Context: an optimization exercise on an open-source flow, tuned for small area, a short achievable clock period and few clock cycles per item. The choices shown serve that exercise and are no tape-out recipe. The RTL was checked by simulation tests, not by an equivalence proof against the original design. Power and IR drop assume default switching activity.

==> flow/design.v (outline; a module is shown in full before it is edited, if it fits) <==
// module fir_sym_mc: 15055 lines
module fir_sym_mc #(
   parameter int WL     = 14,
   parameter int CW     = 14,
   parameter int TAPS   = 37,
   parameter int NCH    = 2,
   parameter int OUT_WL = 20,
   parameter int SHIFT  = 13,
   localparam int F     = (TAPS + 1) / 2,
   localparam int CHW   = (NCH > 1) ? $clog2(NCH) : 1,
   localparam int AW    = (F > 1) ? $clog2(F) : 1
) (
   input  logic                     clk,
   input  logic                     rst,
   input  logic                     in_valid,
   output logic                     in_ready,
   input  logic [CHW-1:0]           in_ch,
   input  logic signed [WL-1:0]     in_data,
   output logic                     out_valid,
   input  logic                     out_ready,
   output logic [CHW-1:0]           out_ch,
   output logic signed [OUT_WL-1:0] out_data,
   output logic                     out_sat,
   input  logic                     coef_we,
   input  logic [AW-1:0]            coef_addr,
   input  logic signed [CW-1:0]     coef_wdata
);
  // ...
==> flow/flow/run.sh <==
#!/bin/bash
# The standard layout (the standard.sh: standard synthesis, then ORFS floorplan to
# finish), with the setup repair asked to aim below the clock period: repair_timing only
# works on paths with less slack than SETUP_SLACK_MARGIN, and with the default margin it
# stops once the 12 ns constraint is met. The SDC and every other setting are unchanged.
set -euo pipefail
bash standard.sh SETUP_SLACK_MARGIN=8.0 finish > standard_flow.log 2>&1
==> flow/standard.sh <==
#!/bin/bash
# synth_recipe.tcl (not shown) runs the flow's synth.tcl, then flattens the netlist and writes it again
# the make line also repeats each setting of config.mk as NAME=value (left out here)
make -C /OpenROAD-flow-scripts/flow DESIGN_CONFIG=/design/flow/config.mk WORK_HOME=/design/flow/orfs CLKGATE_MAP_FILE= SYNTH_SCRIPT=/design/flow/synth_recipe.tcl "${@:-finish}"
==> flow/config.mk <==
export PLATFORM = sky130hd
export DESIGN_NAME = fir_sym_mc
export DESIGN_NICKNAME = fir_sym_mc
export VERILOG_FILES = /design/flow/design.v
export SDC_FILE = /design/flow/constraint.sdc
export NUM_CORES = 4
export LEC_CHECK = 0
export CAP_MARGIN = 20
export CORE_MARGIN = 2
export CORE_UTILIZATION = 55
export SLEW_MARGIN = 20
==> flow/constraint.sdc <==
create_clock -name core_clock -period 12.0 [get_ports {clk}]
set_input_delay 2.4000 -clock core_clock [delete_from_list [all_inputs] [get_ports {clk}]]
set_output_delay 2.4000 -clock core_clock [all_outputs]
set_load 0.01 [all_outputs]
==> flow_summary.json, run 1 <==
{
  "status": "complete, no violations",
  "met2_usage_pct": 63.4,
  "cpLargestDelayFamily": "adder cells",
  "antenna_found_initial": 76,
  "reg2reg_to": "m4013",
  "place.gp.congestion": 1.14,
  "clockBufferDepth": 4,
  "dp.cells": 18000,
  "synth-seq-area-share_pct": 37.8,
  "rsz0062_at_grt": "true",
  "p_comb_share_pct": 60.2,
  "via_per_inst": 6.61,
  "grtUsageMet1_pct": 61.6,
  "path_common_cell": "fa_1",
  "rows": 206,
  "crit_buf_inv": 2,
  "setup_ws_ns": 7.84,
  "grt_overflow": 0,
  "seq_power_share_pct": 23.5,
  "mostFrequentLayoutCell": "fa_1",
  "cts_resized": 198,
  "cts_buffers": 283,
  "seq_cells": 2517,
  "synth_compound_area_share_pct": 13.4,
  "non_clock_buffer_count": 1002,
  "design.portCount": 63,
  "synth_common_cells": "2119 x fa_1, 2089 x inv_1, 1855 x a22oi_1, 1539 x edfxtp_1, 1501 x xor2_1",
  "grt_pass1_vias": 123000,
  "ys_top_cells_by_area": "edfxtp_1 27%, fa_1 24%, dfxtp_1 11%",
  "tapCellCount": 4160,
  "drive_gt1_share_pct": 12.0,
  "max_slew_margin_pct": 16.2
}
Testbench counts, summed over its fixed seeds: cycles 2,088, items 2,048.
==> run 2: changes to the inputs <==
--- a/flow/design.v
+++ b/flow/design.v
@@ -6962,86 +6962,86 @@
    logic fs4969;
    logic fc4970;
    logic fs4971;
    logic fc4972;
    logic fs4973;
    logic fc4974;
    logic fs4975;
    logic fc4976;
-   logic fs5067;
-   logic fc5068;
-   logic fs5069;
-   logic fc5070;
-   logic fs5071;
-   logic fc5072;
-   logic fs5073;
-   logic fc5074;
-   logic fs5075;
-   logic fc5076;
-   logic fs5077;
-   logic fc5078;
-   logic fs5079;
-   logic fc5080;
-   logic fs5081;
-   logic fc5082;
-   logic fs5083;
-   logic fc5084;
-   logic fs5085;
-   logic fc5086;
-   logic fs5087;
-   logic fc5088;
-   logic fs5089;
-   logic fc5090;
-   logic fs5091;
-   logic fc5092;
-   logic fs5093;
-   logic fc5094;
-   logic fs5095;
-   logic fc5096;
-   logic fs5097;
-   logic fc5098;
-   logic fs5099;
-   logic fc5100;
-   logic fs5101;
-   logic fc5102;
-   logic fs5103;
-   logic fc5104;
-   logic fs5105;
-   logic fc5106;
-   logic fs5107;
-   logic fc5108;
-   logic fs5109;
-   logic fc5110;
-   logic fs5111;
-   logic fc5112;
-   logic fs5113;
-   logic fc5114;
-   logic fs5115;
-   logic fc5116;
-   logic fs5117;
-   logic fc5118;
-   logic fs5119;
-   logic fc5120;
-   logic fs5121;
-   logic fc5122;
-   logic fs5123;
-   logic fc5124;
-   logic hs5125;
-   logic hc5126;
-   logic hs5127;
-   logic hc5128;
-   logic hs5129;
-   logic hc5130;
-   logic hs5131;
-   logic hc5132;
-   logic fs5133;
-   logic fc5134;
-   logic hs5135;
-   logic hc5136;
+   logic fs4977;
+   logic fc4978;
+   logic fs4979;
+   logic fc4980;
+   logic fs4981;
+   logic fc4982;
+   logic fs4983;
+   logic fc4984;
+   logic fs4985;
+   logic fc4986;
+   logic fs4987;
+   logic fc4988;
+   logic fs4989;
+   logic fc4990;
+   logic fs4991;
+   logic fc4992;
+   logic fs4993;
+   logic fc4994;
+   logic fs4995;
+   logic fc4996;
+   logic fs4997;
+   logic fc4998;
+   logic fs4999;
+   logic fc5000;
+   logic fs5001;
+   logic fc5002;
+   logic fs5003;
+   logic fc5004;
+   logic fs5005;
+   logic fc5006;
+   logic fs5007;
+   logic fc5008;
+   logic fs5009;
+   logic fc5010;
+   logic fs5011;
+   logic fc5012;
+   logic fs5013;
+   logic fc5014;
+   logic fs5086;
+   logic fc5087;
+   logic fs5088;
+   logic fc5089;
+   logic fs5090;
+   logic fc5091;
+   logic fs5092;
+   logic fc5093;
+   logic fs5094;
+   logic fc5095;
+   logic fs5096;
+   logic fc5097;
+   logic fs5098;
+   logic fc5099;
+   logic fs5100;
+   logic fc5101;
+   logic fs5102;
+   logic fc5103;
+   logic fs5104;
+   logic fc5105;
+   logic hs5106;
+   logic hc5107;
+   logic hs5108;
+   logic hc5109;
+   logic hs5110;
+   logic hc5111;
+   logic hs5112;
+   logic hc5113;
+   logic fs5114;
+   logic fc5115;
+   logic hs5116;
+   logic hc5117;
    assign pp0_0_0 = ((cb0[0] & pk0[0]) | (cb0[1] & 1'b0)) ^ cb0[2];
    assign pp0_0_1 = ((cb0[0] & pk0[1]) | (cb0[1] & pk0[0])) ^ cb0[2];
    assign pp0_0_2 = ((cb0[0] & pk0[2]) | (cb0[1] & pk0[1])) ^ cb0[2];
    assign pp0_0_3 = ((cb0[0] & pk0[3]) | (cb0[1] & pk0[2])) ^ cb0[2];
    assign pp0_0_4 = ((cb0[0] & pk0[4]) | (cb0[1] & pk0[3])) ^ cb0[2];
    assign pp0_0_5 = ((cb0[0] & pk0[5]) | (cb0[1] & pk0[4])) ^ cb0[2];
    assign pp0_0_6 = ((cb0[0] & pk0[6]) | (cb0[1] & pk0[5])) ^ cb0[2];
    assign pp0_0_7 = ((cb0[0] & pk0[7]) | (cb0[1] & pk0[6])) ^ cb0[2];
@@ -13790,86 +13790,86 @@
    assign fs4969 = fc4898 ^ hc4900 ^ fs4901;
    assign fc4970 = (fc4898 & hc4900) | (fc4898 & fs4901) | (hc4900 & fs4901);
    assign fs4971 = fc4902 ^ fs4903 ^ hs4803;
    assign fc4972 = (fc4902 & fs4903) | (fc4902 & hs4803) | (fs4903 & hs4803);
    assign fs4973 = fc4904 ^ fs4905 ^ fs4445;
    assign fc4974 = (fc4904 & fs4905) | (fc4904 & fs4445) | (fs4905 & fs4445);
    assign fs4975 = fc4908 ^ fc4660 ^ fs4661;
    assign fc4976 = (fc4908 & fc4660) | (fc4908 & fs4661) | (fc4660 & fs4661);
-   assign fs5067 = m4993 ^ m4994 ^ m4995;
-   assign fc5068 = (m4993 & m4994) | (m4993 & m4995) | (m4994 & m4995);
-   assign fs5069 = m4996 ^ m4997 ^ m4998;
-   assign fc5070 = (m4996 & m4997) | (m4996 & m4998) | (m4997 & m4998);
-   assign fs5071 = m4999 ^ m5000 ^ m5001;
-   assign fc5072 = (m4999 & m5000) | (m4999 & m5001) | (m5000 & m5001);
-   assign fs5073 = m5002 ^ m5003 ^ m5004;
-   assign fc5074 = (m5002 & m5003) | (m5002 & m5004) | (m5003 & m5004);
-   assign fs5075 = m5005 ^ m5006 ^ m5007;
-   assign fc5076 = (m5005 & m5006) | (m5005 & m5007) | (m5006 & m5007);
-   assign fs5077 = m5009 ^ m5010 ^ m5011;
-   assign fc5078 = (m5009 & m5010) | (m5009 & m5011) | (m5010 & m5011);
-   assign fs5079 = m5013 ^ m5014 ^ m5015;
-   assign fc5080 = (m5013 & m5014) | (m5013 & m5015) | (m5014 & m5015);
-   assign fs5081 = m5017 ^ m5018 ^ m5019;
-   assign fc5082 = (m5017 & m5018) | (m5017 & m5019) | (m5018 & m5019);
-   assign fs5083 = m5021 ^ m5022 ^ m5023;
-   assign fc5084 = (m5021 & m5022) | (m5021 & m5023) | (m5022 & m5023);
-   assign fs5085 = m5025 ^ m5026 ^ m5027;
-   assign fc5086 = (m5025 & m5026) | (m5025 & m5027) | (m5026 & m5027);
-   assign fs5087 = m5029 ^ m5030 ^ m5031;
-   assign fc5088 = (m5029 & m5030) | (m5029 & m5031) | (m5030 & m5031);
-   assign fs5089 = m5033 ^ m5034 ^ m5035;
-   assign fc5090 = (m5033 & m5034) | (m5033 & m5035) | (m5034 & m5035);
-   assign fs5091 = m5037 ^ m5038 ^ m5039;
-   assign fc5092 = (m5037 & m5038) | (m5037 & m5039) | (m5038 & m5039);
-   assign fs5093 = m5041 ^ m5042 ^ m5043;
-   assign fc5094 = (m5041 & m5042) | (m5041 & m5043) | (m5042 & m5043);
-   assign fs5095 = m5045 ^ m5046 ^ m5047;
-   assign fc5096 = (m5045 & m5046) | (m5045 & m5047) | (m5046 & m5047);
-   assign fs5097 = m5048 ^ m5049 ^ m5050;
-   assign fc5098 = (m5048 & m5049) | (m5048 & m5050) | (m5049 & m5050);
-   assign fs5099 = m5051 ^ m5052 ^ m5053;
-   assign fc5100 = (m5051 & m5052) | (m5051 & m5053) | (m5052 & m5053);
-   assign fs5101 = m5054 ^ m5055 ^ m5056;
-   assign fc5102 = (m5054 & m5055) | (m5054 & m5056) | (m5055 & m5056);
-   assign fs5103 = m5061 ^ m5062 ^ m5063;
-   assign fc5104 = (m5061 & m5062) | (m5061 & m5063) | (m5062 & m5063);
-   assign fs5105 = fc5074 ^ fs5075 ^ m5008;
-   assign fc5106 = (fc5074 & fs5075) | (fc5074 & m5008) | (fs5075 & m5008);
-   assign fs5107 = fc5076 ^ fs5077 ^ m5012;
-   assign fc5108 = (fc5076 & fs5077) | (fc5076 & m5012) | (fs5077 & m5012);
-   assign fs5109 = fc5078 ^ fs5079 ^ m5016;
-   assign fc5110 = (fc5078 & fs5079) | (fc5078 & m5016) | (fs5079 & m5016);
-   assign fs5111 = fc5080 ^ fs5081 ^ m5020;
-   assign fc5112 = (fc5080 & fs5081) | (fc5080 & m5020) | (fs5081 & m5020);
-   assign fs5113 = fc5082 ^ fs5083 ^ m5024;
-   assign fc5114 = (fc5082 & fs5083) | (fc5082 & m5024) | (fs5083 & m5024);
-   assign fs5115 = fc5084 ^ fs5085 ^ m5028;
-   assign fc5116 = (fc5084 & fs5085) | (fc5084 & m5028) | (fs5085 & m5028);
-   assign fs5117 = fc5086 ^ fs5087 ^ m5032;
-   assign fc5118 = (fc5086 & fs5087) | (fc5086 & m5032) | (fs5087 & m5032);
-   assign fs5119 = fc5088 ^ fs5089 ^ m5036;
-   assign fc5120 = (fc5088 & fs5089) | (fc5088 & m5036) | (fs5089 & m5036);
-   assign fs5121 = fc5090 ^ fs5091 ^ m5040;
-   assign fc5122 = (fc5090 & fs5091) | (fc5090 & m5040) | (fs5091 & m5040);
-   assign fs5123 = fc5092 ^ fs5093 ^ m5044;
-   assign fc5124 = (fc5092 & fs5093) | (fc5092 & m5044) | (fs5093 & m5044);
-   assign hs5125 = fc5094 ^ fs5095;
-   assign hc5126 = fc5094 & fs5095;
-   assign hs5127 = fc5096 ^ fs5097;
-   assign hc5128 = fc5096 & fs5097;
-   assign hs5129 = fc5098 ^ fs5099;
-   assign hc5130 = fc5098 & fs5099;
-   assign hs5131 = fc5100 ^ fs5101;
-   assign hc5132 = fc5100 & fs5101;
-   assign fs5133 = fc5102 ^ m5057 ^ m5058;
-   assign fc5134 = (fc5102 & m5057) | (fc5102 & m5058) | (m5057 & m5058);
-   assign hs5135 = m5059 ^ m5060;
-   assign hc5136 = m5059 & m5060;
+   assign fs4977 = fc4914 ^ fs4915 ^ hs4819;
+   assign fc4978 = (fc4914 & fs4915) | (fc4914 & hs4819) | (fs4915 & hs4819);
+   assign fs4979 = fc4916 ^ fs4917 ^ fs4823;
+   assign fc4980 = (fc4916 & fs4917) | (fc4916 & fs4823) | (fs4917 & fs4823);
+   assign fs4981 = fc4918 ^ fs4919 ^ fs4827;
+   assign fc4982 = (fc4918 & fs4919) | (fc4918 & fs4827) | (fs4919 & fs4827);
+   assign fs4983 = fc4920 ^ fs4921 ^ hs4923;
+   assign fc4984 = (fc4920 & fs4921) | (fc4920 & hs4923) | (fs4921 & hs4923);
+   assign fs4985 = fc4922 ^ hc4924 ^ fs4925;
+   assign fc4986 = (fc4922 & hc4924) | (fc4922 & fs4925) | (hc4924 & fs4925);
+   assign fs4987 = fc4926 ^ hc4928 ^ fs4929;
+   assign fc4988 = (fc4926 & hc4928) | (fc4926 & fs4929) | (hc4928 & fs4929);
+   assign fs4989 = fc4930 ^ fc4932 ^ fs4933;
+   assign fc4990 = (fc4930 & fc4932) | (fc4930 & fs4933) | (fc4932 & fs4933);
+   assign fs4991 = fc4934 ^ fc4936 ^ fs4937;
+   assign fc4992 = (fc4934 & fc4936) | (fc4934 & fs4937) | (fc4936 & fs4937);
+   assign fs4993 = fc4938 ^ fc4940 ^ fs4941;
+   assign fc4994 = (fc4938 & fc4940) | (fc4938 & fs4941) | (fc4940 & fs4941);
+   assign fs4995 = fc4942 ^ fc4944 ^ fs4945;
+   assign fc4996 = (fc4942 & fc4944) | (fc4942 & fs4945) | (fc4944 & fs4945);
+   assign fs4997 = fc4946 ^ fc4948 ^ fs4949;
+   assign fc4998 = (fc4946 & fc4948) | (fc4946 & fs4949) | (fc4948 & fs4949);
+   assign fs4999 = fc4950 ^ fc4952 ^ fs4953;
+   assign fc5000 = (fc4950 & fc4952) | (fc4950 & fs4953) | (fc4952 & fs4953);
+   assign fs5001 = fc4954 ^ fc4956 ^ fs4957;
+   assign fc5002 = (fc4954 & fc4956) | (fc4954 & fs4957) | (fc4956 & fs4957);
+   assign fs5003 = fc4958 ^ fc4960 ^ fs4961;
+   assign fc5004 = (fc4958 & fc4960) | (fc4958 & fs4961) | (fc4960 & fs4961);
+   assign fs5005 = fc4962 ^ fs4963 ^ fs4891;
+   assign fc5006 = (fc4962 & fs4963) | (fc4962 & fs4891) | (fs4963 & fs4891);
+   assign fs5007 = fc4964 ^ fs4965 ^ fs4895;
+   assign fc5008 = (fc4964 & fs4965) | (fc4964 & fs4895) | (fs4965 & fs4895);
+   assign fs5009 = fc4966 ^ fs4967 ^ hs4899;
+   assign fc5010 = (fc4966 & fs4967) | (fc4966 & hs4899) | (fs4967 & hs4899);
+   assign fs5011 = fc4968 ^ fs4969 ^ fs4799;
+   assign fc5012 = (fc4968 & fs4969) | (fc4968 & fs4799) | (fs4969 & fs4799);
+   assign fs5013 = fc4974 ^ fc4906 ^ fs4907;
+   assign fc5014 = (fc4974 & fc4906) | (fc4974 & fs4907) | (fc4906 & fs4907);
+   assign fs5086 = m5038 ^ m5039 ^ m5040;
+   assign fc5087 = (m5038 & m5039) | (m5038 & m5040) | (m5039 & m5040);
+   assign fs5088 = m5041 ^ m5042 ^ m5043;
+   assign fc5089 = (m5041 & m5042) | (m5041 & m5043) | (m5042 & m5043);
+   assign fs5090 = m5044 ^ m5045 ^ m5046;
+   assign fc5091 = (m5044 & m5045) | (m5044 & m5046) | (m5045 & m5046);
+   assign fs5092 = m5047 ^ m5048 ^ m5049;
+   assign fc5093 = (m5047 & m5048) | (m5047 & m5049) | (m5048 & m5049);
+   assign fs5094 = m5050 ^ m5051 ^ m5052;
+   assign fc5095 = (m5050 & m5051) | (m5050 & m5052) | (m5051 & m5052);
+   assign fs5096 = m5053 ^ m5054 ^ m5055;
+   assign fc5097 = (m5053 & m5054) | (m5053 & m5055) | (m5054 & m5055);
+   assign fs5098 = m5056 ^ m5057 ^ m5058;
+   assign fc5099 = (m5056 & m5057) | (m5056 & m5058) | (m5057 & m5058);
+   assign fs5100 = m5059 ^ m5060 ^ m5061;
+   assign fc5101 = (m5059 & m5060) | (m5059 & m5061) | (m5060 & m5061);
+   assign fs5102 = m5062 ^ m5063 ^ m5064;
+   assign fc5103 = (m5062 & m5063) | (m5062 & m5064) | (m5063 & m5064);
+   assign fs5104 = m5065 ^ m5066 ^ m5067;
+   assign fc5105 = (m5065 & m5066) | (m5065 & m5067) | (m5066 & m5067);
+   assign hs5106 = m5068 ^ m5069;
+   assign hc5107 = m5068 & m5069;
+   assign hs5108 = m5070 ^ m5071;
+   assign hc5109 = m5070 & m5071;
+   assign hs5110 = m5072 ^ m5073;
+   assign hc5111 = m5072 & m5073;
+   assign hs5112 = m5074 ^ m5075;
+   assign hc5113 = m5074 & m5075;
+   assign fs5114 = m5076 ^ m5077 ^ m5078;
+   assign fc5115 = (m5076 & m5077) | (m5076 & m5078) | (m5077 & m5078);
+   assign hs5116 = m5079 ^ m5080;
+   assign hc5117 = m5079 & m5080;
    logic m3665;
    logic m3666;
    logic m3667;
    logic m3668;
    logic m3669;
    logic m3670;
    logic m3671;
    logic m3672;
@@ -14809,54 +14809,16 @@
       m4132 <= fc3660;
       m4133 <= fc3662;
       m4134 <= fs3663;
       m4135 <= fc3664;
       m4136 <= fc3204;
       c4_ch <= s1_ch;
       c4_v <= s1_v & ~rst;
    end
-   logic m4977;
-   logic m4978;
-   logic m4979;
-   logic m4980;
-   logic m4981;
-   logic m4982;
-   logic m4983;
-   logic m4984;
-   logic m4985;
-   logic m4986;
-   logic m4987;
-   logic m4988;
-   logic m4989;
-   logic m4990;
-   logic m4991;
-   logic m4992;
-   logic m4993;
-   logic m4994;
-   logic m4995;
-   logic m4996;
-   logic m4997;
-   logic m4998;
-   logic m4999;
-   logic m5000;
-   logic m5001;
-   logic m5002;
-   logic m5003;
-   logic m5004;
-   logic m5005;
-   logic m5006;
-   logic m5007;
-   logic m5008;
-   logic m5009;
-   logic m5010;
-   logic m5011;
-   logic m5012;
-   logic m5013;
-   logic m5014;
    logic m5015;
    logic m5016;
    logic m5017;
    logic m5018;
    logic m5019;
    logic m5020;
    logic m5021;
    logic m5022;
@@ -14899,139 +14861,139 @@
    logic m5059;
    logic m5060;
    logic m5061;
    logic m5062;
    logic m5063;
    logic m5064;
    logic m5065;
    logic m5066;
-   logic c9_v, c9_ch;
+   logic m5067;
+   logic m5068;
+   logic m5069;
+   logic m5070;
+   logic m5071;
+   logic m5072;
+   logic m5073;
+   logic m5074;
+   logic m5075;
+   logic m5076;
+   logic m5077;
+   logic m5078;
+   logic m5079;
+   logic m5080;
+   logic m5081;
+   logic m5082;
+   logic m5083;
+   logic m5084;
+   logic m5085;
+   logic c10_v, c10_ch;
    always_ff @(posedge clk) begin
-      m4977 <= m3665;
-      m4978 <= m3666;
-      m4979 <= m3667;
-      m4980 <= m3668;
-      m4981 <= fs4137;
-      m4982 <= fs4139;
-      m4983 <= fs4449;
-      m4984 <= hs4451;
-      m4985 <= fs4663;
-      m4986 <= hs4455;
-      m4987 <= fs4807;
-      m4988 <= fs4909;
-      m4989 <= fc4910;
-      m4990 <= fs4911;
-      m4991 <= fc4912;
-      m4992 <= fs4913;
-      m4993 <= fc4914;
-      m4994 <= fs4915;
-      m4995 <= hs4819;
-      m4996 <= fc4916;
-      m4997 <= fs4917;
-      m4998 <= fs4823;
-      m4999 <= fc4918;
-      m5000 <= fs4919;
-      m5001 <= fs4827;
-      m5002 <= fc4920;
-      m5003 <= fs4921;
-      m5004 <= hs4923;
-      m5005 <= fc4922;
-      m5006 <= hc4924;
-      m5007 <= fs4925;
-      m5008 <= hs4927;
-      m5009 <= fc4926;
-      m5010 <= hc4928;
-      m5011 <= fs4929;
-      m5012 <= fs4931;
-      m5013 <= fc4930;
-      m5014 <= fc4932;
-      m5015 <= fs4933;
-      m5016 <= fs4935;
-      m5017 <= fc4934;
-      m5018 <= fc4936;
-      m5019 <= fs4937;
-      m5020 <= fs4939;
-      m5021 <= fc4938;
-      m5022 <= fc4940;
-      m5023 <= fs4941;
-      m5024 <= fs4943;
-      m5025 <= fc4942;
-      m5026 <= fc4944;
-      m5027 <= fs4945;
-      m5028 <= fs4947;
-      m5029 <= fc4946;
-      m5030 <= fc4948;
-      m5031 <= fs4949;
-      m5032 <= fs4951;
-      m5033 <= fc4950;
-      m5034 <= fc4952;
-      m5035 <= fs4953;
-      m5036 <= fs4955;
-      m5037 <= fc4954;
-      m5038 <= fc4956;
-      m5039 <= fs4957;
-      m5040 <= fs4959;
-      m5041 <= fc4958;
-      m5042 <= fc4960;
-      m5043 <= fs4961;
-      m5044 <= fs4887;
-      m5045 <= fc4962;
-      m5046 <= fs4963;
-      m5047 <= fs4891;
-      m5048 <= fc4964;
-      m5049 <= fs4965;
-      m5050 <= fs4895;
-      m5051 <= fc4966;
-      m5052 <= fs4967;
-      m5053 <= hs4899;
-      m5054 <= fc4968;
-      m5055 <= fs4969;
-      m5056 <= fs4799;
-      m5057 <= fc4970;
-      m5058 <= fs4971;
-      m5059 <= fc4972;
-      m5060 <= fs4973;
-      m5061 <= fc4974;
-      m5062 <= fc4906;
-      m5063 <= fs4907;
-      m5064 <= fs4975;
-      m5065 <= fc4976;
-      m5066 <= fc4662;
-      c9_ch <= c4_ch;
-      c9_v <= c4_v & ~rst;
+      m5015 <= m3665;
+      m5016 <= m3666;
+      m5017 <= m3667;
+      m5018 <= m3668;
+      m5019 <= fs4137;
+      m5020 <= fs4139;
+      m5021 <= fs4449;
+      m5022 <= hs4451;
+      m5023 <= fs4663;
+      m5024 <= hs4455;
+      m5025 <= fs4807;
+      m5026 <= fs4909;
+      m5027 <= fc4910;
+      m5028 <= fs4911;
+      m5029 <= fc4912;
+      m5030 <= fs4913;
+      m5031 <= fs4977;
+      m5032 <= fc4978;
+      m5033 <= fs4979;
+      m5034 <= fc4980;
+      m5035 <= fs4981;
+      m5036 <= fc4982;
+      m5037 <= fs4983;
+      m5038 <= fc4984;
+      m5039 <= fs4985;
+      m5040 <= hs4927;
+      m5041 <= fc4986;
+      m5042 <= fs4987;
+      m5043 <= fs4931;
+      m5044 <= fc4988;
+      m5045 <= fs4989;
+      m5046 <= fs4935;
+      m5047 <= fc4990;
+      m5048 <= fs4991;
+      m5049 <= fs4939;
+      m5050 <= fc4992;
+      m5051 <= fs4993;
+      m5052 <= fs4943;
+      m5053 <= fc4994;
+      m5054 <= fs4995;
+      m5055 <= fs4947;
+      m5056 <= fc4996;
+      m5057 <= fs4997;
+      m5058 <= fs4951;
+      m5059 <= fc4998;
+      m5060 <= fs4999;
+      m5061 <= fs4955;
+      m5062 <= fc5000;
+      m5063 <= fs5001;
+      m5064 <= fs4959;
+      m5065 <= fc5002;
+      m5066 <= fs5003;
+      m5067 <= fs4887;
+      m5068 <= fc5004;
+      m5069 <= fs5005;
+      m5070 <= fc5006;
+      m5071 <= fs5007;
+      m5072 <= fc5008;
+      m5073 <= fs5009;
+      m5074 <= fc5010;
+      m5075 <= fs5011;
+      m5076 <= fc5012;
+      m5077 <= fc4970;
+      m5078 <= fs4971;
+      m5079 <= fc4972;
+      m5080 <= fs4973;
+      m5081 <= fs5013;
+      m5082 <= fc5014;
+      m5083 <= fs4975;
+      m5084 <= fc4976;
+      m5085 <= fc4662;
+      c10_ch <= c4_ch;
+      c10_v <= c4_v & ~rst;
    end
    logic [33:0] ra, rb, acc;
-   assign ra = {1'b1, 1'b1, m5065, fc5104, hc5136, fc5134, hc5132, hc5130, hc5128, hc5126, fc5124, fc5122, fc5120, fc5118, fc5116, fc5114, fc5112, fc5110, fc5108, fc5106, fs5105, fc5072, fc5070, fc5068, fs5067, m4991, m4989, m4988, m4987, m4985, m4983, m4981, m4979, m4977};
-   assign rb = {1'b0, 1'b0, m5066, m5064, fs5103, hs5135, fs5133, hs5131, hs5129, hs5127, hs5125, fs5123, fs5121, fs5119, fs5117, fs5115, fs5113, fs5111, fs5109, fs5107, 1'b0, fs5073, fs5071, fs5069, 1'b0, m4992, m4990, 1'b0, 1'b0, m4986, m4984, m4982, m4980, m4978};
+   assign ra = {1'b1, 1'b1, m5084, m5082, hc5117, fc5115, hc5113, hc5111, hc5109, hc5107, fc5105, fc5103, fc5101, fc5099, fc5097, fc5095, fc5093, fc5091, fc5089, fc5087, fs5086, m5036, m5034, m5032, m5031, m5029, m5027, m5026, m5025, m5023, m5021, m5019, m5017, m5015};
+   assign rb = {1'b0, 1'b0, m5085, m5083, m5081, hs5116, fs5114, hs5112, hs5110, hs5108, hs5106, fs5104, fs5102, fs5100, fs5098, fs5096, fs5094, fs5092, fs5090, fs5088, 1'b0, m5037, m5035, m5033, 1'b0, m5030, m5028, 1'b0, 1'b0, m5024, m5022, m5020, m5018, m5016};
    assign acc = ra + rb;
    logic signed [20:0] yv;
    assign yv = acc[33:13];
    logic [19:0] r_data;
    logic r_sat;
    always_comb begin
       if (yv > 21'sd524287) begin
          r_data = 20'h7ffff; r_sat = 1'b1;
       end else if (yv < -21'sd524288) begin
          r_data = 20'h80000; r_sat = 1'b1;
       end else begin
          r_data = yv[19:0]; r_sat = 1'b0;
       end
    end
    logic push;
-   assign push = c9_v;
+   assign push = c10_v;
    localparam int NB = 5;
    logic [21:0] hd;
    logic        hv;
    logic [21:0] bq [NB];
    logic [2:0] wp, rp;
    logic [2:0]  bc;
    logic [21:0] nd, bh, hsrc;
    logic        take, bnz;
-   assign nd = {c9_ch, r_sat, r_data};
+   assign nd = {c10_ch, r_sat, r_data};
    assign pop = hv & out_ready;
    assign take = ~hv | out_ready;
    assign bnz = (bc != 3'd0);
    assign bh = bq[rp];
    assign hsrc = bnz ? bh : nd;
    assign out_valid = hv;
    assign out_ch = hd[21];
    assign out_sat = hd[20];
==> flow/flow/run.sh (replaced) <==
#!/bin/bash
# The standard layout (the standard.sh) in two parts, with two changes to how the layout
# is made; the SDC and every other setting are unchanged:
#  1. After the standard synthesis, flow/fixinv.py removes inverters that Yosys's full-adder
#     extraction leaves between full-adder cells (a full adder with all inputs and outputs
#     inverted is the same cell), then the flow goes on from that netlist.
#  2. Setup repair aims below the clock period: repair_timing only works on paths with less
#     slack than SETUP_SLACK_MARGIN, and with the default margin it stops once the 12 ns
#     constraint is met.
set -euo pipefail
R=orfs/results/sky130hd/fir_sym_mc/base
bash standard.sh synth > standard_synth.log 2>&1
cp $R/1_2_yosys.v $R/1_2_yosys.std.v
python3 flow/fixinv.py $R/1_2_yosys.std.v $R/1_2_yosys.v > fixinv.log 2>&1
rm -f $R/1_synth.odb $R/1_synth.sdc
bash standard.sh SETUP_SLACK_MARGIN=8.3 finish > standard_flow.log 2>&1
==> flow/flow/fixinv.py (new file) <==
#!/usr/bin/env python3
"""Remove inverters around full-adder cells in a flat sky130 netlist written by Yosys.

A full adder is self-dual: FA(~a, ~b, ~c) = (~cout, ~sum). Each fa cell may therefore be
"flipped" (all inputs and both outputs taken in the other polarity) without changing what the
netlist computes. Likewise an xor2 whose output is wanted inverted becomes an xnor2 (and the
other way round), and an inverted input of an xor2 moves to its output. This script
collapses every inverter into a polarity on the signal it inverts, chooses flips that leave
as few signals needing an inverted copy as it can find (simulated annealing with a fixed
seed, then greedy descent), and rebuilds one inverter per signal that still needs one.
Registers and all other cells are kept as they are.

usage: fixinv.py IN.v OUT.v
"""
import re
import sys
from collections import defaultdict

src = open(sys.argv[1]).read()
src = re.sub(r"\(\*.*?\*\)", "", src, flags=re.S)
m = re.search(r"\bmodule\b(.*?)\bendmodule\b", src, re.S)
body = m.group(1)
stmts = [s.strip() for s in body.split(";")]
header = stmts[0]
OUTPINS = {"X", "Y", "Q", "Q_N", "SUM", "COUT", "HI", "LO", "GCLK"}
INV = re.compile(r"^sky130_fd_sc_hd__(inv|clkinv)_\d+$")
FA = re.compile(r"^sky130_fd_sc_hd__fa_\d+$")
XOR = re.compile(r"^sky130_fd_sc_hd__(xor2|xnor2)_(\d+)$")

decls, cells, assigns = [], [], []
for s in stmts[1:]:
    if not s:
        continue
    w = s.split(None, 1)[0]
    if w in ("input", "output", "wire", "inout", "reg"):
        decls.append(s)
    elif w == "assign":
        assigns.append(s)
    else:
        mm = re.match(r"^(\S+)\s+(\S+)\s*\((.*)\)$", s, re.S)
        assert mm, s[:200]
        pins = {}
        for pm in re.finditer(r"\.(\w+)\s*\(\s*([^()]*?)\s*\)", mm.group(3)):
            pins[pm.group(1)] = pm.group(2).strip()
        cells.append([mm.group(1), mm.group(2), pins])

def norm(n):
    return n.strip()

fixed_nets = set()
for d in decls:
    if d.startswith("output") or d.startswith("input"):
        mm = re.match(r"^(input|output|inout)\s*(\[(\d+):(\d+)\])?\s*(\S+)$", d)
        if mm:
            name = mm.group(5)
            if mm.group(2):
                hi, lo = int(mm.group(3)), int(mm.group(4))
                for b in range(min(hi, lo), max(hi, lo) + 1):
                    fixed_nets.add(f"{name}[{b}]")
            fixed_nets.add(name)
assign_rhs = []
for a in assigns:
    mm = re.match(r"^assign\s+(.*?)\s*=\s*(.*)$", a, re.S)
    lhs, rhs = mm.group(1).strip(), mm.group(2).strip()
    fixed_nets.add(lhs)
    fixed_nets.add(rhs)

driver = {}
for ci, (t, n, pins) in enumerate(cells):
    for p, net in pins.items():
        if p in OUTPINS and net:
            driver[net] = ci

removable = set()
for ci, (t, n, pins) in enumerate(cells):
    if INV.match(t) and pins.get("Y") not in fixed_nets:
        removable.add(ci)

def root(net):
    par = 0
    seen = 0
    while net in driver and driver[net] in removable:
        net = cells[driver[net]][2]["A"]
        par ^= 1
        seen += 1
        assert seen < 100
    return net, par

fa_cells = [ci for ci, c in enumerate(cells) if FA.match(c[0])]
is_fa = set(fa_cells)
xor_cells = [ci for ci, c in enumerate(cells) if XOR.match(c[0])]
is_xor = set(xor_cells)
is_var = is_fa | is_xor
flip = defaultdict(int)
# consumers: (cell index, pin) -> (root, par)
cons = []
for ci, (t, n, pins) in enumerate(cells):
    if ci in removable:
        continue
    for p, net in pins.items():
        if p in OUTPINS or not net:
            continue
        r, par = root(net)
        cons.append((ci, p, r, par))
cons_by_root = defaultdict(list)
cons_by_cell = defaultdict(list)
for k, (ci, p, r, par) in enumerate(cons):
    cons_by_root[r].append(k)
    cons_by_cell[ci].append(k)

def phys(r):
    d = driver.get(r)
    return flip[d] if d in is_var else 0

def need_inv(k):
    ci, p, r, par = cons[k]
    if ci in is_xor:
        return False
    want = par ^ (flip[ci] if ci in is_fa else 0)
    return want != phys(r)

def root_cost(r):
    return 1 if any(need_inv(k) for k in cons_by_root[r]) else 0

def local_roots(f):
    rs = set()
    for k in cons_by_cell[f]:
        rs.add(cons[k][2])
    for p in ("SUM", "COUT", "X", "Y"):
        net = cells[f][2].get(p)
        if net:
            rs.add(net)
    return rs

before = sum(root_cost(r) for r in cons_by_root)
import random, math
rng = random.Random(1)
order = list(fa_cells) + list(xor_cells)
cur = before
T0, T1, N = 1.5, 0.05, 80
for it in range(N):
    T = T0 * (T1 / T0) ** (it / (N - 1))
    rng.shuffle(order)
    for f in order:
        rs = local_roots(f)
        c0 = sum(root_cost(r) for r in rs)
        flip[f] ^= 1
        c1 = sum(root_cost(r) for r in rs)
        d = c1 - c0
        if d <= 0 or rng.random() < math.exp(-d / T):
            cur += d
        else:
            flip[f] ^= 1
for it in range(10):
    for f in order:
        rs = local_roots(f)
        c0 = sum(root_cost(r) for r in rs)
        flip[f] ^= 1
        c1 = sum(root_cost(r) for r in rs)
        if c1 >= c0:
            flip[f] ^= 1
after = sum(root_cost(r) for r in cons_by_root)
print(f"fixinv: {len(removable)} inverters removed, signals needing an inverted copy "
      f"{before} -> {after}, {sum(flip.values())} of {len(fa_cells)} adders flipped",
      file=sys.stderr)

# rebuild
newinv = {}
for g in xor_cells:
    t, n, pins = cells[g]
    mm = XOR.match(t)
    dev = flip[g]
    for k in cons_by_cell[g]:
        ci, p, r, par = cons[k]
        dev ^= par ^ phys(r)
    if dev:
        kind = "xnor2" if mm.group(1) == "xor2" else "xor2"
        cells[g][0] = f"sky130_fd_sc_hd__{kind}_{mm.group(2)}"
        # xor2 drives X, xnor2 drives Y
        po, pn = ("X", "Y") if kind == "xnor2" else ("Y", "X")
        cells[g][2] = {(pn if p == po else p): v for p, v in pins.items()}
new_decls = []
new_cells = []
for k, (ci, p, r, par) in enumerate(cons):
    if need_inv(k):
        if r not in newinv:
            i = len(newinv)
            newinv[r] = f"fxinv_n{i}"
            new_decls.append(f"wire fxinv_n{i}")
            new_cells.append(["sky130_fd_sc_hd__inv_1", f"fxinv_{i}", {"A": r, "Y": f"fxinv_n{i}"}])
        cells[ci][2][p] = newinv[r]
    else:
        cells[ci][2][p] = r
out = ["module " + header + ";"]
out += ["  " + d + " ;" for d in decls + new_decls]
for ci, (t, n, pins) in enumerate(cells + new_cells):
    if ci in removable:
        continue
    pl = ",\n".join(f"    .{p}({v} )" for p, v in pins.items())
    out.append(f"  {t} {n} (\n{pl}\n  );")
out += ["  " + a + " ;" for a in assigns]
out.append("endmodule")
open(sys.argv[2], "w").write("\n".join(out) + "\n")
==> flow/config.mk (replaced) <==
export PLATFORM = sky130hd
export DESIGN_NAME = fir_sym_mc
export DESIGN_NICKNAME = fir_sym_mc
export VERILOG_FILES = /design/flow/design.v
export SDC_FILE = /design/flow/constraint.sdc
export NUM_CORES = 4
export LEC_CHECK = 0
export CAP_MARGIN = 20
export CORE_MARGIN = 2
export CORE_UTILIZATION = 60
export SLEW_MARGIN = 20
==> run 2 against run 1 <==
Now fails the layout checks on capacitance limit, slew limit. Utilization rose by 7.6 points. Synthesized cell count fell by 13%. Maximum frequency up 6.9%. Clock skew up 0.0011 ns. Setup slack better by 0.27 ns. Critical path type is now register to primary output. Critical endpoint is now out_data[14]. Highest routed layer unchanged.
==> flow_summary.json, run 2 <==
{
  "status": "finished with violations",
  "violations": "capacitance limit, slew limit",
  "dp.cells": 15600,
  "reg_top3": "ln0 (504), ln1 (504), bq (110)",
  "cpLargestDelayFamily": "flip-flops",
  "holdWs_ns": 0.328,
  "syn_area_mm2": 0.167,
  "htree_levels": 5,
  "root_buffer": "clkbuf_16",
  "grt_pass1_vias": 120000,
  "clkLatencyLatePin_ns": 0.97,
  "dp.final_hpwl_um": 555000,
  "pwr_density_cell_mw_per_mm2": 291,
  "reg2reg_to": "m4050",
  "hold_violations": 0,
  "critPathKind": "register to primary output",
  "leakagePower_nw": 69.8,
  "cts_buffers": 275,
  "critPathCaptureType": "primary output",
  "arrival_ns": 1.49,
  "crit_slowest_cell": "edfxtp_1",
  "critPathMaxStageDelay_ns": 0.39,
  "nNetsFinal": 15900,
  "startpoint": "hd[14]",
  "reg2reg_setup_slack_ns": 8.14,
  "fin_setup_tns_ns": 0,
  "max-cap-violations": 1,
  "core_area_mm2": 0.276,
  "antenna_found_initial": 78,
  "clock_skew_ns": 0.0566,
  "cts.sinks": 2498,
  "dr.pass1.iters": 13,
  "final_cell_mix": "2033 x fa_1, 2028 x xnor2_1, 1858 x a22oi_1",
  "grt_start_max_net_pins": 181,
  "crit_required_ns": 9.60,
  "layout_min_cycle_time_ns": 3.89,
  "setup_viol": 0,
  "grtUsageTotal_pct": 51.3,
  "max-vdd-ir-drop_mv": 0.903,
  "die_w_um": 531,
  "hp-class": "register to register",
  "yosys_warnings": 4,
  "max_slew_margin_pct": -2.40,
  "stdcell_count": 17400,
  "rsz0062_at_grt": "true",
  "drv_slew": 3,
  "syn-mean-instance-area_um2": 13.1,
  "rows": 193,
  "grt_pass1_wl_um": 980000,
  "drcViolationCount": 0,
  "die_height_um": 531,
  "wire_per_inst_um": 42.1,
  "via_per_inst": 7.23,
  "synth_cells": 12800,
  "path_cells": "buf_2",
  "wirelength_um": 734000,
  "place.gp.congestion": 1.19,
  "cp_max_fo": 1,
  "r2r_cells": 7,
  "cp.depth": 1,
  "grt_overflow": 0,
  "die_area_mm2": 0.282,
  "drtIter0Drc": 25200,
  "cts_tree": "done",
  "critPathLaunchType": "register",
  "power_mw": 56.0,
  "setup_ws_ns": 8.11,
  "r2r-start": "cb10[13]",
  "vias": 126000,
  "mostFrequentLayoutCell": "fa_1",
  "start_util_pct": 60.3,
  "clk_pin_slew_worst_paths_ns": 0.06,
  "fin_crit_sh_pct": 32.4,
  "crit_buf_inv": 1,
  "clockBufferDepth": 4,
  "crit_path_end": "out_data[14]",
  "dp_slack_ns": 7.40,
  "area_growth_pct": 15.4,
  "drive_gt1_share_pct": 17.0,
  "port_buffers": 62,
  "antenna_left": 0,
  "clock.fmax_mhz": 257,
  "design.portCount": 63,
  "worst_pin_slew_ns": 1.52,
  "holdBufCountCts": 0
}
[run 2: power breakdown]
part | total [mW] | switching [mW] | leakage [nW] | internal [mW]
Clock | 8.94 | 3.82 | 4.59 | 5.12
Sequential | 12.6 | 0.905 | 22.7 | 11.7
Combinational | 34.5 | 20.6 | 42.5 | 13.9
[run 2: final cells by class]
class | instances | area, um^2
clock inverter | 131 | 1720
timing repair buffer | 1334 | 13700
antenna | 134 | 335
timing repair inverter | 1 | 5.00
sequential | 2498 | 65800
inverter | 194 | 776
clock buffer | 374 | 7720
multi-input combinational | 9078 | 97800
tap | 3705 | 4640
fill | 18800 | 84000
[run 2: metal layers]
metal | GRT usage (%) | wire (um) | vias up
met4 | 35.7 | 69800 | 44
met2 | 67.8 | 286000 | 13100
met3 | 27.0 | 131000 | 3299
li1 | - | - | 47000
met1 | 63.9 | 247000 | 62700
met5 | 1.52 | 747 | -
[run 2: how the worst min path moves through the flow]
stage,depth (start not counted),to,slack [ns],startpoint
floorplan,0,c10_ch,0.31,c4_ch
global placement,0,m5015,0.31,m3665
detailed placement,0,c10_ch,0.31,c4_ch
CTS,0,m5017,0.33,m3667
global route,0,m5017,0.33,m3667
finish,0,m5017,0.33,m3667
[run 2: timing repair]
item | CTS | global route
gates cloned | 0 | 1
hold endpoints to repair | 0 | 0
endpoints found under the setup margin | 596 | 640
pin swaps | 0 | 13
resized for setup | 355 | 236
setup buffers | 881 | 320
[run 2: worst reg2reg max path, stage by stage (launching register included)]
cell and delay [ns]:
edfxtp_1 0.36, buf_4 0.18, a22oi_1 0.50, xnor2_1 0.21
fa_1 0.52, fa_1 0.55, fa_2 0.93, fa_1 0.52
[run 2: per-stage QoR]
stage	util (%)	cell area, um^2
2_1_floorplan	-	167000
3_3_place_gp	61.2	169000
3_5_place_dp	61.2	169000
4_1_cts	68.0	188000
5_1_grt	69.5	192000
6_report	69.6	192000
Testbench counts of run 2, summed over its fixed seeds: cycles 2,088, items 2,048.

## what the ideal ports hide
Ports are ideal in the flow. The routed layouts listed here were re-timed in OpenROAD. Step 1 assumes that a clkbuf_16 drives the clock port and a buf_2 every other input. Step 2 also shifts input and output timing later by t, the mid clock arrival at the registers, as if the neighbouring blocks saw the same clock. a / b / c = no drivers / after step 1 / after step 2; a / b = the first two.
run | t (ns) | slack for setup (ns) | worst data-port slew with drivers (ns) | pins driven straight from the clock port
run 1 | 1.063 | 7.843 / 7.843 / 7.301 | 0.07 | 1
run 2 | 1.055 | 8.110 / 7.993 / 7.526 | 0.13 | 1
For run 2, which loses most, drivers alone change the setup slack by -0.117 ns; drivers and shift together by -0.584 ns.
